This is an optimization exercise on Yosys and OpenROAD, whose aim is small area, not a production implementation. At most, simulation tests tie the RTL to the original design; equivalence was not proved. For run 3, only the layout was checked, not whether the RTL still works.

$ cat flow/design.v
module instr_register_pipe #(
  parameter int DEPTH = 32,
  parameter int OP_W  = 8,
  localparam int AW    = $clog2(DEPTH),
  localparam int RES_W = 2 * OP_W
) (
  input  logic                    clk,
  input  logic                    reset,
  input  logic                    load_en,
  input  logic [AW-1:0]           write_pointer,
  input  logic [2:0]              opcode,
  input  logic [OP_W-1:0]         operand_a,
  input  logic [OP_W-1:0]         operand_b,
  input  logic                    clear_en,
  input  logic                    rd_en,
  input  logic [AW-1:0]           read_pointer,
  output logic                    rd_valid,
  output logic                    rd_hit,
  output logic [2:0]              rd_opcode,
  output logic [OP_W-1:0]         rd_operand_a,
  output logic [OP_W-1:0]         rd_operand_b,
  output logic [RES_W-1:0]        rd_result,
  output logic                    rd_div0,
  output logic [AW:0]             entry_count,
  output logic                    full
);
  localparam int EW = 3 + 2 * OP_W;
  logic            s1_valid;
  logic [AW-1:0]   s1_ptr;
  logic [EW-1:0]   s1_data;
  always_ff @(posedge clk) begin
    if (reset) s1_valid <= 1'b0;
    else       s1_valid <= load_en;
    s1_ptr  <= write_pointer;
    s1_data <= {opcode, operand_a, operand_b};
  end
  logic [EW-1:0]    mem [DEPTH];
  logic [DEPTH-1:0] valid_q;
  logic [AW:0]      count_q;
  always_ff @(posedge clk) begin
    if (s1_valid) mem[s1_ptr] <= s1_data;
  end
  always_ff @(posedge clk) begin
    if (reset || clear_en) begin
      valid_q <= '0;
      count_q <= '0;
    end else if (s1_valid) begin
      valid_q[s1_ptr] <= 1'b1;
      if (!valid_q[s1_ptr]) count_q <= count_q + (AW+1)'(1);
    end
  end
  logic [EW-1:0] rd_q;
  logic          rd_sel_valid;
  assign rd_sel_valid = valid_q[read_pointer];
  always_ff @(posedge clk) begin
    if (reset) begin
      rd_valid <= 1'b0;
      rd_hit   <= 1'b0;
      rd_q     <= '0;
    end else begin
      rd_valid <= rd_en;
      if (rd_en) begin
        rd_hit <= rd_sel_valid;
        rd_q   <= rd_sel_valid ? mem[read_pointer] : '0;
      end
    end
  end
  assign {rd_opcode, rd_operand_a, rd_operand_b} = rd_q;
  logic signed [OP_W:0]    a9, b9;
  logic signed [RES_W-1:0] prod;
  logic signed [OP_W:0]    quo;
  logic signed [OP_W-1:0]  rem;
  logic signed [OP_W:0]    b9d;
  logic                    bz;
  assign a9  = {rd_operand_a[OP_W-1], rd_operand_a};
  assign b9  = {rd_operand_b[OP_W-1], rd_operand_b};
  assign bz  = (rd_operand_b == '0);
  assign b9d = bz ? 9'sd1 : b9;
  assign prod = RES_W'(a9) * RES_W'(b9);
  assign quo  = a9 / b9d;
  assign rem  = OP_W'(a9 % b9d);
  always_comb begin
    rd_result = '0;
    rd_div0   = 1'b0;
    case (rd_opcode)
      3'd1: rd_result = RES_W'(a9);
      3'd2: rd_result = RES_W'(b9);
      3'd3: rd_result = RES_W'(a9 + b9);
      3'd4: rd_result = RES_W'(a9 - b9);
      3'd5: rd_result = prod;
      3'd6: if (bz) rd_div0 = 1'b1; else rd_result = RES_W'(quo);
      3'd7: if (bz) rd_div0 = 1'b1; else rd_result = RES_W'(rem);
      default: rd_result = '0;
    endcase
  end
  assign entry_count = count_q;
  assign full        = count_q[AW];
endmodule
$ cat flow/run.sh
#!/bin/bash
# synth_recipe.tcl (not shown) runs the flow's synth.tcl, then flattens the netlist and writes it again
# the make line also repeats each setting of config.mk as NAME=value (left out here)
make -C /OpenROAD-flow-scripts/flow DESIGN_CONFIG=/design/flow/config.mk WORK_HOME=/design/flow/orfs CLKGATE_MAP_FILE= SYNTH_SCRIPT=/design/flow/synth_recipe.tcl finish
$ cat flow/config.mk
export PLATFORM = sky130hd
export DESIGN_NAME = instr_register_pipe
export DESIGN_NICKNAME = instr_register_pipe
export VERILOG_FILES = /design/flow/design.v
export SDC_FILE = /design/flow/constraint.sdc
export NUM_CORES = 4
export LEC_CHECK = 0
export CAP_MARGIN = 20
export CORE_MARGIN = 2
export CORE_UTILIZATION = 40
export SLEW_MARGIN = 20
$ cat flow/constraint.sdc
create_clock -name core_clock -period 30.0 [get_ports {clk}]
set_input_delay 6.0000 -clock core_clock [delete_from_list [all_inputs] [get_ports {clk}]]
set_output_delay 6.0000 -clock core_clock [all_outputs]
set_load 0.01 [all_outputs]
==> results of run 1 <==
per-stage QoR:
step / cell area, µm² / util [%] / instances
final: 37300 / 46.2 / 3302
after CTS: 37300 / 46.2 / 3301
after floorplan: 32600 / - / 2078
after global routing: 37300 / 46.2 / 3302
after global placement: 34800 / 43.2 / 3166
after detailed placement: 34800 / 43.2 / 3166
layer usage:
| metal | GRT usage [%] | wire length [µm] |
|---|---|---|
| met1 | 27.3 | 35500 |
| met2 | 33.2 | 40600 |
| met3 | 2.94 | 4350 |
| met4 | 6.38 | 2560 |
| met5 | 0 | 13 |
cells in the final DEF (no fill, tap or decap), drive strengths merged, types with 4 or more instances in the layout:
| master | n |
|---|---|
| a211oi | 10 |
| a21o | 13 |
| a21oi | 107 |
| a221o | 4 |
| a22oi | 4 |
| a31oi | 10 |
| and2 | 21 |
| buf | 60 |
| bufinv | 7 |
| clkbuf | 88 |
| clkdlybuf4s50 | 73 |
| clkinv | 36 |
| dfxtp | 84 |
| edfxtp | 608 |
| fa | 58 |
| ha | 100 |
| inv | 103 |
| mux2 | 18 |
| mux2i | 27 |
| mux4 | 208 |
| nand2 | 77 |
| nand2b | 20 |
| nand3 | 14 |
| nand4 | 19 |
| nor2 | 198 |
| nor2b | 10 |
| nor3 | 17 |
| nor4 | 7 |
| o211ai | 9 |
| o21a | 17 |
| o21ai | 39 |
| o21bai | 5 |
| o22ai | 6 |
| o31ai | 8 |
| or2 | 8 |
| or3 | 15 |
| xnor2 | 62 |
| xor2 | 20 |
flip-flops by register name, indices dropped and copies added (netlist names):
| register | count |
|---|---|
| rd_hit | 1 |
| s1_ptr | 5 |
| s1_valid | 1 |
| valid_q | 32 |
| rd_q | 19 |
| count_q | 6 |
| mem | 608 |
| s1_data | 19 |
| rd_valid | 1 |
logic make-up after synthesis:
kind of cell / Yosys count / synth area share [%]
multiplexers: 253 / 15.8
other: 2 / 0.0230
AO/OA/AOI/OAI: 266 / 5.14
adder cells (fa/ha/maj): 158 / 7.39
flip-flops: 692 / 61.1
buffers and inverters: 206 / 2.46
AND/OR/NAND/NOR: 419 / 5.90
XOR/XNOR: 82 / 2.20
cell type report:
type | instances | area, µm²
Tap cell | 1060 | 1330
Timing Repair Buffer | 133 | 1220
Sequential cell | 692 | 19900
Multi-Input combinational cell | 1180 | 12000
Clock buffer | 88 | 1930
Inverter | 102 | 383
Clock inverter | 47 | 503
Fill cell | 6945 | 43400
worst max-delay path by stage:
stage / endpoint
finish: rd_result[14]
global route: rd_result[14]
CTS: rd_result[7]
detailed placement: rd_result[7]
global placement: rd_result[14]
floorplan: rd_result[14]
worst register-to-register path, stage by stage (launching register included):
cell     delay, ps
dfxtp_1        870
mux4_2         610
mux2_2         270
a21oi_1        180
nor2_1          70
nor4_1         910
nand4_1        320
or3_1          420
a21oi_1        150
==> out/metrics.yaml, run 1 <==
die_h_um: 290
first_iter_violations: 1694
yosysWarnings: 1
crit_arrival_ps: 17470
finalClockSkew_ps: 31.5
grt_pass1_wl_mm: 124
totalWireLength_mm: 83.0
yosysMostFrequentCell: "edfxtp_1"
syn_to_final_growth_pct: 14.2
post-route-drc-count: 0
die-area_mm2: 0.0839
cts.path.max_buffers: 3
finalMaxSlewViolations: 0
cp.depth: 56
vias_per_cell: 5.66
dr.pass1.iters: 5
ctsHoldBuffers: 0
wire_per_inst_um: 25.1
ys_top_cells_by_count: "edfxtp_1 (608), mux4_2 (208), nor2_1 (197)"
worst_path_largest_cell_delay_ps: 840
root_buffer: "clkbuf_16"
clock_latency_ps: 620
place_ws_ps: 7350
num_rows: 104
setup_slack_ps: 6530
max_slew_margin_pct: 24.5
top_level_ports: 79
r2r_cells: 8
crit_top_cell: "ha_1"
grt_pass1_vias: 19400
max_freq_mhz: 42.6
tritoncts.num_buffers: 73
synthFlopType: "edfxtp_1"
worst_pin_slew_ps: 1120
timing.rr.end: "count_q[5]$_SDFFE_PP0P_"
ys_seq_elements: 692
track_usage_pct: 20.0
antenna_found_initial: 2
ys_types: 74
syn-instance-count: 2078
startpoint: "rd_q[0]$_SDFFE_PP0P_"
dp_hpwl_mm: 50.5
critPathTopFamily: "compound AO/OA/AOI/OAI gates"
die_w_um: 290
cts_setup_buffers: 0
outcome: "timing/DRC/antenna clean"
start_util_pct: 40.5
drtAntennaViolNets: 0
antenna_cells: 0
reg2reg_slack_ps: 26120
setup_viol: 0
syn_area_per_cell_um2: 15.7
yosys.area.top_type: "edfxtp_1"
critPathCaptureType: "output pin"
path_buf_inv: 6
start_kind: "flip-flop"
htree_num_levels: 3
min-delay-start: "rd_hit$_SDFFE_PP0P_"
hp-class: "reg2reg"
async_flop_share_pct: 0
grt_max_degree: 86
cp_max_fo: 19
cts_resized: 0
gp_congestion: 0.923
layout.nets: 2374
dr_total_vias: 18700
synth_edf_count: 608
period_minus_slack_ps: 23470
final.period_utilization_pct: 78.2
rsz0062_at_grt: "no"
fin_hold_ws_ps: 493
synth-seq-area-share_pct: 61.1
cts_tree: "yes"
hold_end: "rd_hit$_SDFFE_PP0P_"
clock_sinks: 692
max_cap_viol_count: 0
core_area_mm2: 0.0807
r2r-start: "s1_ptr[0]$_DFF_P_"
cp_slowest_cell: "dfxtp_1"
hold_violations: 0
synth.area.top_cells: "edfxtp_1 (56%), mux4_2 (14%), dfxtp_1 (5.2%)"
port_buffers: 78
layout-drive-gt1-share_pct: 19.8
grt_overflow: 0
yosysTopAreaCellShare_pct: 55.9
tns_ps: 0
required_ps: 24000
syn_area_mm2: 0.0326
critPathKind: "reg2out"
holdPathStages: 2
clkTransAtPathRegs_ps: 60
==> run 2, diff against run 1 <==
--- a/flow/config.mk
+++ b/flow/config.mk
@@ -8,4 +8,5 @@
 export CAP_MARGIN = 20
 export CORE_MARGIN = 2
 export CORE_UTILIZATION = 40
+export CTS_BUF_LIST = sky130_fd_sc_hd__clkbuf_4
 export SLEW_MARGIN = 20
==> out/metrics.yaml, run 2 <==
outcome: "timing/DRC/antenna clean"
track_usage_pct: 20.4
start_kind: "flip-flop"
max_freq_mhz: 41.9
crit_arrival_ps: 17850
worst_pin_slew_ps: 1120
synthFlopType: "edfxtp_1"
final.period_utilization_pct: 79.5
clock_sinks: 692
ys_seq_elements: 692
worst_path_largest_cell_delay_ps: 880
stdcell_count: 3480
ys_types: 74
final_cell_area_mm2: 0.0371
syn_area_per_cell_um2: 15.7
yosys.area.top_type: "edfxtp_1"
tns_ps: 0
reg.largest.list: "mem (608), valid_q (32)"
die_w_um: 290
fin_hold_ws_ps: 489
critPathCaptureType: "output pin"
antenna_found_initial: 4
root_buffer: "clkbuf_4"
critPathKind: "reg2out"
dr.pass1.iters: 7
cts_resized: 0
yosysMostFrequentCell: "edfxtp_1"
postPlaceCellArea_mm2: 0.0348
num_rows: 104
vias_per_cell: 5.57
finalClockSkew_ps: 72.1
wire_per_inst_um: 24.1
totalWireLength_mm: 83.8
ctsHoldBuffers: 0
mostFrequentLayoutCells: "edfxtp_1 (608), clkbuf_4 (274), mux4_2 (208), nor2_1 (165), a21oi_1 (107)"
yosysTopAreaCellShare_pct: 55.9
die-area_mm2: 0.0839
rsz0062_at_grt: "no"
synth.area.top_cells: "edfxtp_1 (56%), mux4_2 (14%), dfxtp_1 (5.2%)"
cts.path.max_buffers: 3
grt_overflow: 0
dr_total_vias: 19400
setup_viol: 0
start_util_pct: 40.5
synth_edf_count: 608
syn-instance-count: 2078
synth-seq-area-share_pct: 61.1
htree_num_levels: 4
yosysWarnings: 1
layout.nets: 2474
syn_area_mm2: 0.0326
clkTransAtPathRegs_ps: 80
layout-drive-gt1-share_pct: 25.9
clock_latency_ps: 1010
cts_tree: "yes"
syn_to_final_growth_pct: 13.8
max_slew_margin_pct: 24.9
critPathTopFamily: "compound AO/OA/AOI/OAI gates"
path_buf_inv: 6
drtAntennaViolNets: 0
core_area_mm2: 0.0807
crit_top_cell: "ha_1"
grt_pass1_wl_mm: 125
grt_max_degree: 86
cts_setup_buffers: 0
cp_max_fo: 19
finalMaxSlewViolations: 0
cp_slowest_cell: "dfxtp_1"
first_iter_violations: 1796
gp_congestion: 0.923
ys_top_cells_by_count: "edfxtp_1 (608), mux4_2 (208), nor2_1 (197)"
hold_violations: 0
period_minus_slack_ps: 23850
hp-class: "reg2reg"
tritoncts.num_buffers: 173
die_h_um: 290
required_ps: 24000
regMostFlops: "mem"
post-route-util_pct: 46.0
async_flop_share_pct: 0
port_buffers: 78
final_common_cell: "edfxtp_1"
grt_pass1_vias: 20300
dp.cells: 3166
dp_hpwl_mm: 50.5
largest_reg_flops: 608
post-route-drc-count: 0
max_cap_viol_count: 0
top_level_ports: 79
[run 2: stage by stage]
stage               worst slack, ps
finish                         6150
global route                   4980
CTS                            6200
detailed placement             7350
global placement               7860
floorplan                     10130
[run 2: cell type report]
type,instances,area [µm²]
multi-input cells,1180,12000
clock buffers,274,2060
inverters,102,383
clock inverters,36,228
well taps,1060,1330
diodes,3,7.51
repair buffers,133,1220
fillers,7110,43500
flip-flops and latches,692,19900
[run 2: metal layers]
layer / vias to the layer above / track usage (%) / share of wire, %
met5: - / 0 / 0.016
met1: 10000 / 26.7 / 42
met3: 157 / 4.64 / 6.3
li1: 8555 / - / -
met4: 2 / 7.35 / 2.8
met2: 659 / 33.5 / 49
[run 2: cells by family (layout without fill, tap and decap cells)]
group / after synthesis / after routing / share of synthesized area (%)
AOI/OAI and AO/OA: 266 / 266 / 5.14
xor gates and xnor gates: 82 / 82 / 2.20
adders and majority gates: 158 / 158 / 7.39
buffers and inverters: 206 / 545 / 2.46
DFF: 692 / 692 / 61.1
muxes: 253 / 253 / 15.8
other: 2 / 5 / 0.0230
and+or+nand+nor: 419 / 419 / 5.90
[run 2: final timing paths]
check,slack (ps),end,cells past startpoint,startpoint
max,6150,rd_result[14],56,rd_q[0]$_SDFFE_PP0P_
min,490,rd_hit$_SDFFE_PP0P_,2,rd_hit$_SDFFE_PP0P_
max reg2reg,26160,count_q[5]$_SDFFE_PP0P_,8,s1_ptr[0]$_DFF_P_
min reg2reg,490,rd_hit$_SDFFE_PP0P_,2,rd_hit$_SDFFE_PP0P_
[run 2: worst min-delay path, stage by stage, from the launching register on]
cell	delay, ps
dfxtp_1	330
nand2_1	60
a21oi_1	60
==> run 3, diff against run 2 <==
==> flow/design.v (replaced) <==
module instr_register_pipe #(
  parameter int DEPTH = 32,
  parameter int OP_W  = 8,
  localparam int AW    = $clog2(DEPTH),
  localparam int RES_W = 2 * OP_W
) (
  input  logic                    clk,
  input  logic                    reset,
  input  logic                    load_en,
  input  logic [AW-1:0]           write_pointer,
  input  logic [2:0]              opcode,
  input  logic [OP_W-1:0]         operand_a,
  input  logic [OP_W-1:0]         operand_b,
  input  logic                    clear_en,
  input  logic                    rd_en,
  input  logic [AW-1:0]           read_pointer,
  output logic                    rd_valid,
  output logic                    rd_hit,
  output logic [2:0]              rd_opcode,
  output logic [OP_W-1:0]         rd_operand_a,
  output logic [OP_W-1:0]         rd_operand_b,
  output logic [RES_W-1:0]        rd_result,
  output logic                    rd_div0,
  output logic [AW:0]             entry_count,
  output logic                    full
);
  typedef enum logic [2:0] {
    OP_ZERO  = 3'd0,
    OP_PASSA = 3'd1,
    OP_PASSB = 3'd2,
    OP_ADD   = 3'd3,
    OP_SUB   = 3'd4,
    OP_MULT  = 3'd5,
    OP_DIV   = 3'd6,
    OP_MOD   = 3'd7
  } opcode_e;
  logic            s1_valid;
  logic [AW-1:0]   s1_ptr;
  logic [2:0]      s1_opcode;
  logic [OP_W-1:0] s1_a;
  logic [OP_W-1:0] s1_b;
  always_ff @(posedge clk) begin
    if (reset) begin
      s1_valid <= 1'b0;
    end else begin
      s1_valid <= load_en;
    end
    if (load_en) begin
      s1_ptr    <= write_pointer;
      s1_opcode <= opcode;
      s1_a      <= operand_a;
      s1_b      <= operand_b;
    end
  end
  logic signed [RES_W-1:0] a_ext;
  logic signed [RES_W-1:0] b_ext;
  logic signed [RES_W-1:0] b_div;
  logic signed [RES_W-1:0] alu_res;
  logic                    alu_div0;
  assign a_ext = {{(RES_W-OP_W){s1_a[OP_W-1]}}, s1_a};
  assign b_ext = {{(RES_W-OP_W){s1_b[OP_W-1]}}, s1_b};
  assign b_div = (b_ext == '0) ? {{(RES_W-1){1'b0}}, 1'b1} : b_ext;
  always_comb begin
    alu_res  = '0;
    alu_div0 = 1'b0;
    case (s1_opcode)
      OP_ZERO:  alu_res = '0;
      OP_PASSA: alu_res = a_ext;
      OP_PASSB: alu_res = b_ext;
      OP_ADD:   alu_res = a_ext + b_ext;
      OP_SUB:   alu_res = a_ext - b_ext;
      OP_MULT:  alu_res = a_ext * b_ext;
      OP_DIV: begin
        if (b_ext == '0) alu_div0 = 1'b1;
        else             alu_res  = a_ext / b_div;
      end
      OP_MOD: begin
        if (b_ext == '0) alu_div0 = 1'b1;
        else             alu_res  = a_ext % b_div;
      end
      default: alu_res = '0;
    endcase
  end
  logic [2:0]       mem_opcode [DEPTH];
  logic [OP_W-1:0]  mem_a      [DEPTH];
  logic [OP_W-1:0]  mem_b      [DEPTH];
  logic [RES_W-1:0] mem_result [DEPTH];
  logic             mem_div0   [DEPTH];
  logic [DEPTH-1:0] valid_q;
  logic [AW:0]      count_q;
  always_ff @(posedge clk) begin
    if (s1_valid) begin
      mem_opcode[s1_ptr] <= s1_opcode;
      mem_a[s1_ptr]      <= s1_a;
      mem_b[s1_ptr]      <= s1_b;
      mem_result[s1_ptr] <= alu_res;
      mem_div0[s1_ptr]   <= alu_div0;
    end
  end
  always_ff @(posedge clk) begin
    if (reset || clear_en) begin
      valid_q <= '0;
      count_q <= '0;
    end else if (s1_valid) begin
      valid_q[s1_ptr] <= 1'b1;
      if (!valid_q[s1_ptr]) begin
        count_q <= count_q + (AW+1)'(1);
      end
    end
  end
  always_ff @(posedge clk) begin
    if (reset) begin
      rd_valid     <= 1'b0;
      rd_hit       <= 1'b0;
      rd_opcode    <= '0;
      rd_operand_a <= '0;
      rd_operand_b <= '0;
      rd_result    <= '0;
      rd_div0      <= 1'b0;
    end else begin
      rd_valid <= rd_en;
      if (rd_en) begin
        rd_hit <= valid_q[read_pointer];
        if (valid_q[read_pointer]) begin
          rd_opcode    <= mem_opcode[read_pointer];
          rd_operand_a <= mem_a[read_pointer];
          rd_operand_b <= mem_b[read_pointer];
          rd_result    <= mem_result[read_pointer];
          rd_div0      <= mem_div0[read_pointer];
        end else begin
          rd_opcode    <= '0;
          rd_operand_a <= '0;
          rd_operand_b <= '0;
          rd_result    <= '0;
          rd_div0      <= 1'b0;
        end
      end
    end
  end
  assign entry_count = count_q;
  assign full        = (count_q == (AW+1)'(DEPTH));
endmodule
--- a/flow/config.mk
+++ b/flow/config.mk
@@ -8,5 +8,4 @@
 export CAP_MARGIN = 20
 export CORE_MARGIN = 2
 export CORE_UTILIZATION = 40
-export CTS_BUF_LIST = sky130_fd_sc_hd__clkbuf_4
 export SLEW_MARGIN = 20
==> out/metrics.yaml, run 3 <==
worst_pin_slew_ps: 1080
nFillCells: 13000
grt_pass1_vias: 34900
timing.rr.end: "mem_result[28][12]$_DFFE_PP_"
start_util_pct: 40.1
reg2reg_slack_ps: 2000
wire_per_inst_um: 26.3
min-delay-start: "rd_hit$_SDFFE_PP0P_"
postPlaceCellArea_mm2: 0.0639
layout.nets: 4259
yosysTopAreaCellShare_pct: 58.9
final_cell_area_mm2: 0.0678
yosysMostFrequentCell: "edfxtp_1"
synth_edf_count: 1176
holdPathStages: 2
max_slew_margin_pct: 28.0
ys_top_cells_by_count: "edfxtp_1 (1176), mux4_2 (379), nor2_1 (302)"
post-route-drc-count: 0
setup_viol: 0
synth-xor-area-share_pct: 2.13
drtAntennaViolNets: 0
ys_types: 110
cp_max_fo: 32
worst_path_largest_cell_delay_ps: 490
outcome: "timing/DRC/antenna clean"
critPathKind: "reg2reg"
crit_top_cell: "ha_1"
top_level_ports: 79
core_area_mm2: 0.149
final.period_utilization_pct: 93.3
async_flop_share_pct: 0
hold_end: "rd_hit$_SDFFE_PP0P_"
yosysWarnings: 1
dr.pass1.iters: 6
hp-class: "reg2reg"
die_w_um: 391
hold_violations: 0
htree_num_levels: 3
largest_reg_flops: 512
synth-seq-area-share_pct: 61.4
synthFlopType: "edfxtp_1"
yosys.area.top_type: "edfxtp_1"
synth.area.top_cells: "edfxtp_1 (59%), mux4_2 (14%), ha_1 (4.0%)"
syn_to_final_growth_pct: 13.1
synthMuxAreaShare_pct: 15.5
r2r_cells: 114
synth-simple-area-share_pct: 6.24
totalWireLength_mm: 160
die_h_um: 391
critPathTopFamily: "simple AND/OR/NAND/NOR gates"
tritoncts.num_buffers: 119
mostFrequentLayoutCells: "edfxtp_1 (1176), mux4_2 (379), nor2_1 (268), a21oi_1 (198), ha_1 (193)"
final_common_cell: "edfxtp_1"
syn_area_mm2: 0.0600
crit_arrival_ps: 28430
tns_ps: 0
syn-instance-count: 3778
syn_area_per_cell_um2: 15.9
cp_slowest_cell: "a31oi_1"
track_usage_pct: 20.9
synth_top_family_by_area: "multiplexers"
dp_hpwl_mm: 93.3
clock_latency_ps: 730
antenna_found_initial: 2
max_cap_viol_count: 0
first_iter_violations: 3175
reg.largest.list: "mem_result (512), mem_a (256), mem_b (256)"
synth_compound_area_share_pct: 6.73
cts_tree: "yes"
gp_congestion: 0.921
vias_per_cell: 5.69
grt_overflow: 0
critPathCaptureType: "flip-flop"
path_buf_inv: 12
num_rows: 142
regMostFlops: "mem_result"
finalClockSkew_ps: 21.5
max_freq_mhz: 35.7
cts.path.max_buffers: 3
r2r-start: "s1_b[3]$_DFFE_PP_"
dr_total_vias: 34700
start_kind: "flip-flop"
period_minus_slack_ps: 28000
clock_sinks: 1253
required_ps: 30430
clkTransAtPathRegs_ps: 70
grt_pass1_wl_mm: 234
rsz0062_at_grt: "no"
grt_max_degree: 136
root_buffer: "clkbuf_16"
port_buffers: 78
ctsHoldBuffers: 0
layout-drive-gt1-share_pct: 19.8
synth_fa_ha_area_share_pct: 5.96
finalMaxSlewViolations: 0
die-area_mm2: 0.153
ys_seq_elements: 1253
## run 3: cell types whose count changed in the layout (fill, tap and decap cells not counted), moves of 91 or more
cell and delta:
a21oi_1 +91, clkbuf_16 +121, clkbuf_4 -274, ha_1 +93, edfxtp_1 +568, nor2_1 +103, mux4_2 +171
## run 3: worst min-delay path, delay by kind of cell, from the launching register on
kind,cells,cell delay (ps)
compound gates,1,50
simple gates,1,50
flops,1,310
## run 3: how the worst max path moves through the flow
| stage | from | endpoint | slack, ps | cells after the start |
|---|---|---|---|---|
| after floorplan | s1_b[5]$_DFFE_PP_ | mem_result[0][6]$_DFFE_PP_ | 3450 | 111 |
| after global placement | s1_b[7]$_DFFE_PP_ | mem_result[8][11]$_DFFE_PP_ | 960 | 118 |
| after detailed placement | s1_b[7]$_DFFE_PP_ | mem_result[28][12]$_DFFE_PP_ | 450 | 122 |
| after CTS | s1_b[7]$_DFFE_PP_ | mem_result[28][12]$_DFFE_PP_ | 270 | 122 |
| after global routing | s1_b[3]$_DFFE_PP_ | mem_result[29][12]$_DFFE_PP_ | 20 | 117 |
| final | s1_b[3]$_DFFE_PP_ | mem_result[28][12]$_DFFE_PP_ | 2000 | 114 |
## run 3: logic make-up (layout without fill, tap and decap cells)
| group | Yosys count | after routing |
|---|---|---|
| xor gates and xnor gates | 146 | 146 |
| and+or+nand+nor | 776 | 776 |
| AOI/OAI and AO/OA | 600 | 600 |
| muxes | 451 | 451 |
| DFF | 1253 | 1253 |
| buffers and inverters | 299 | 556 |
| adders and majority gates | 251 | 251 |
| other | 2 | 47 |
## run 3: cell type report
class | count | area, µm² | share of cell area [%]
antenna | 3 | 7.51 | 0.0111
clock buffer | 159 | 3190 | 4.71
clock inverter | 65 | 513 | 0.756
inverter | 136 | 510 | 0.753
multi-input combinational | 2268 | 22500 | 33.2
sequential | 1253 | 36900 | 54.3
tap | 2016 | 2520 | 3.72
timing repair buffer | 196 | 1700 | 2.51
## run 3: repair_timing
action	4_1_cts	5_1_grt
resized for setup	0	28
buffers inserted	0	5
endpoints found under the hold margin	0	0
endpoints found under the setup margin	0	512
## run 3: metrics by stage
| step | setup slack [ps] | utilization (%) | cells | hold slack (ps) |
|---|---|---|---|---|
| after detailed placement | 451 | 42.8 | 5863 | 450 |
| after global placement | 964 | 42.8 | 5862 | 442 |
| after floorplan | 3450 | - | 3820 | 448 |
| final | 2000 | 45.4 | 6096 | 456 |
| after global routing | 22.9 | 45.4 | 6094 | 504 |
| after CTS | 267 | 45.3 | 6087 | 456 |
## run 3: per-layer routing
layer / share of wire (%) / track usage [%] / vias up
met2: 51 / 36.4 / 1031
met5: 0 / 0 / -
li1: - / - / 15300
met4: 2.8 / 6.24 / 0
met1: 41 / 27.4 / 18100
met3: 5.3 / 2.61 / 242

-- re-timing with driven ports --
The results above use ideal ports. As a check the final layouts listed here were re-extracted and re-timed, cells and wires unchanged.
Step 1 (the two cells are an assumption about what drives the block):
set clk [get_ports {clk}]
set_driving_cell -lib_cell sky130_fd_sc_hd__clkbuf_16 $clk
set_driving_cell -lib_cell sky130_fd_sc_hd__buf_2 [delete_from_list [all_inputs] $clk]
Step 2 adds t to the input delays and takes it off the output delays; t is the mean of the earliest and latest rising clock arrival at the registers after step 1. Input paths then give back, and output paths get back, about the clock's delay inside the block.
a / b / c = ideal / step 1 / step 2; a / b = the first two.
run	t (ns)	slack for setup (ns)	worst hold slack (ns)	worst register clock-pin slew, ns
run 1	0.668	6.534 / 6.473 / 7.141	0.493 / 0.493 / 0.493	0.06 / 0.06
run 2	1.032	6.146 / 6.087 / 7.119	0.489 / 0.489 / 0.489	0.08 / 0.08
run 3	0.803	2.001 / 2.001 / 2.001	0.456 / 0.456 / 0.456	0.07 / 0.07
After both steps every run listed still meets setup and hold.
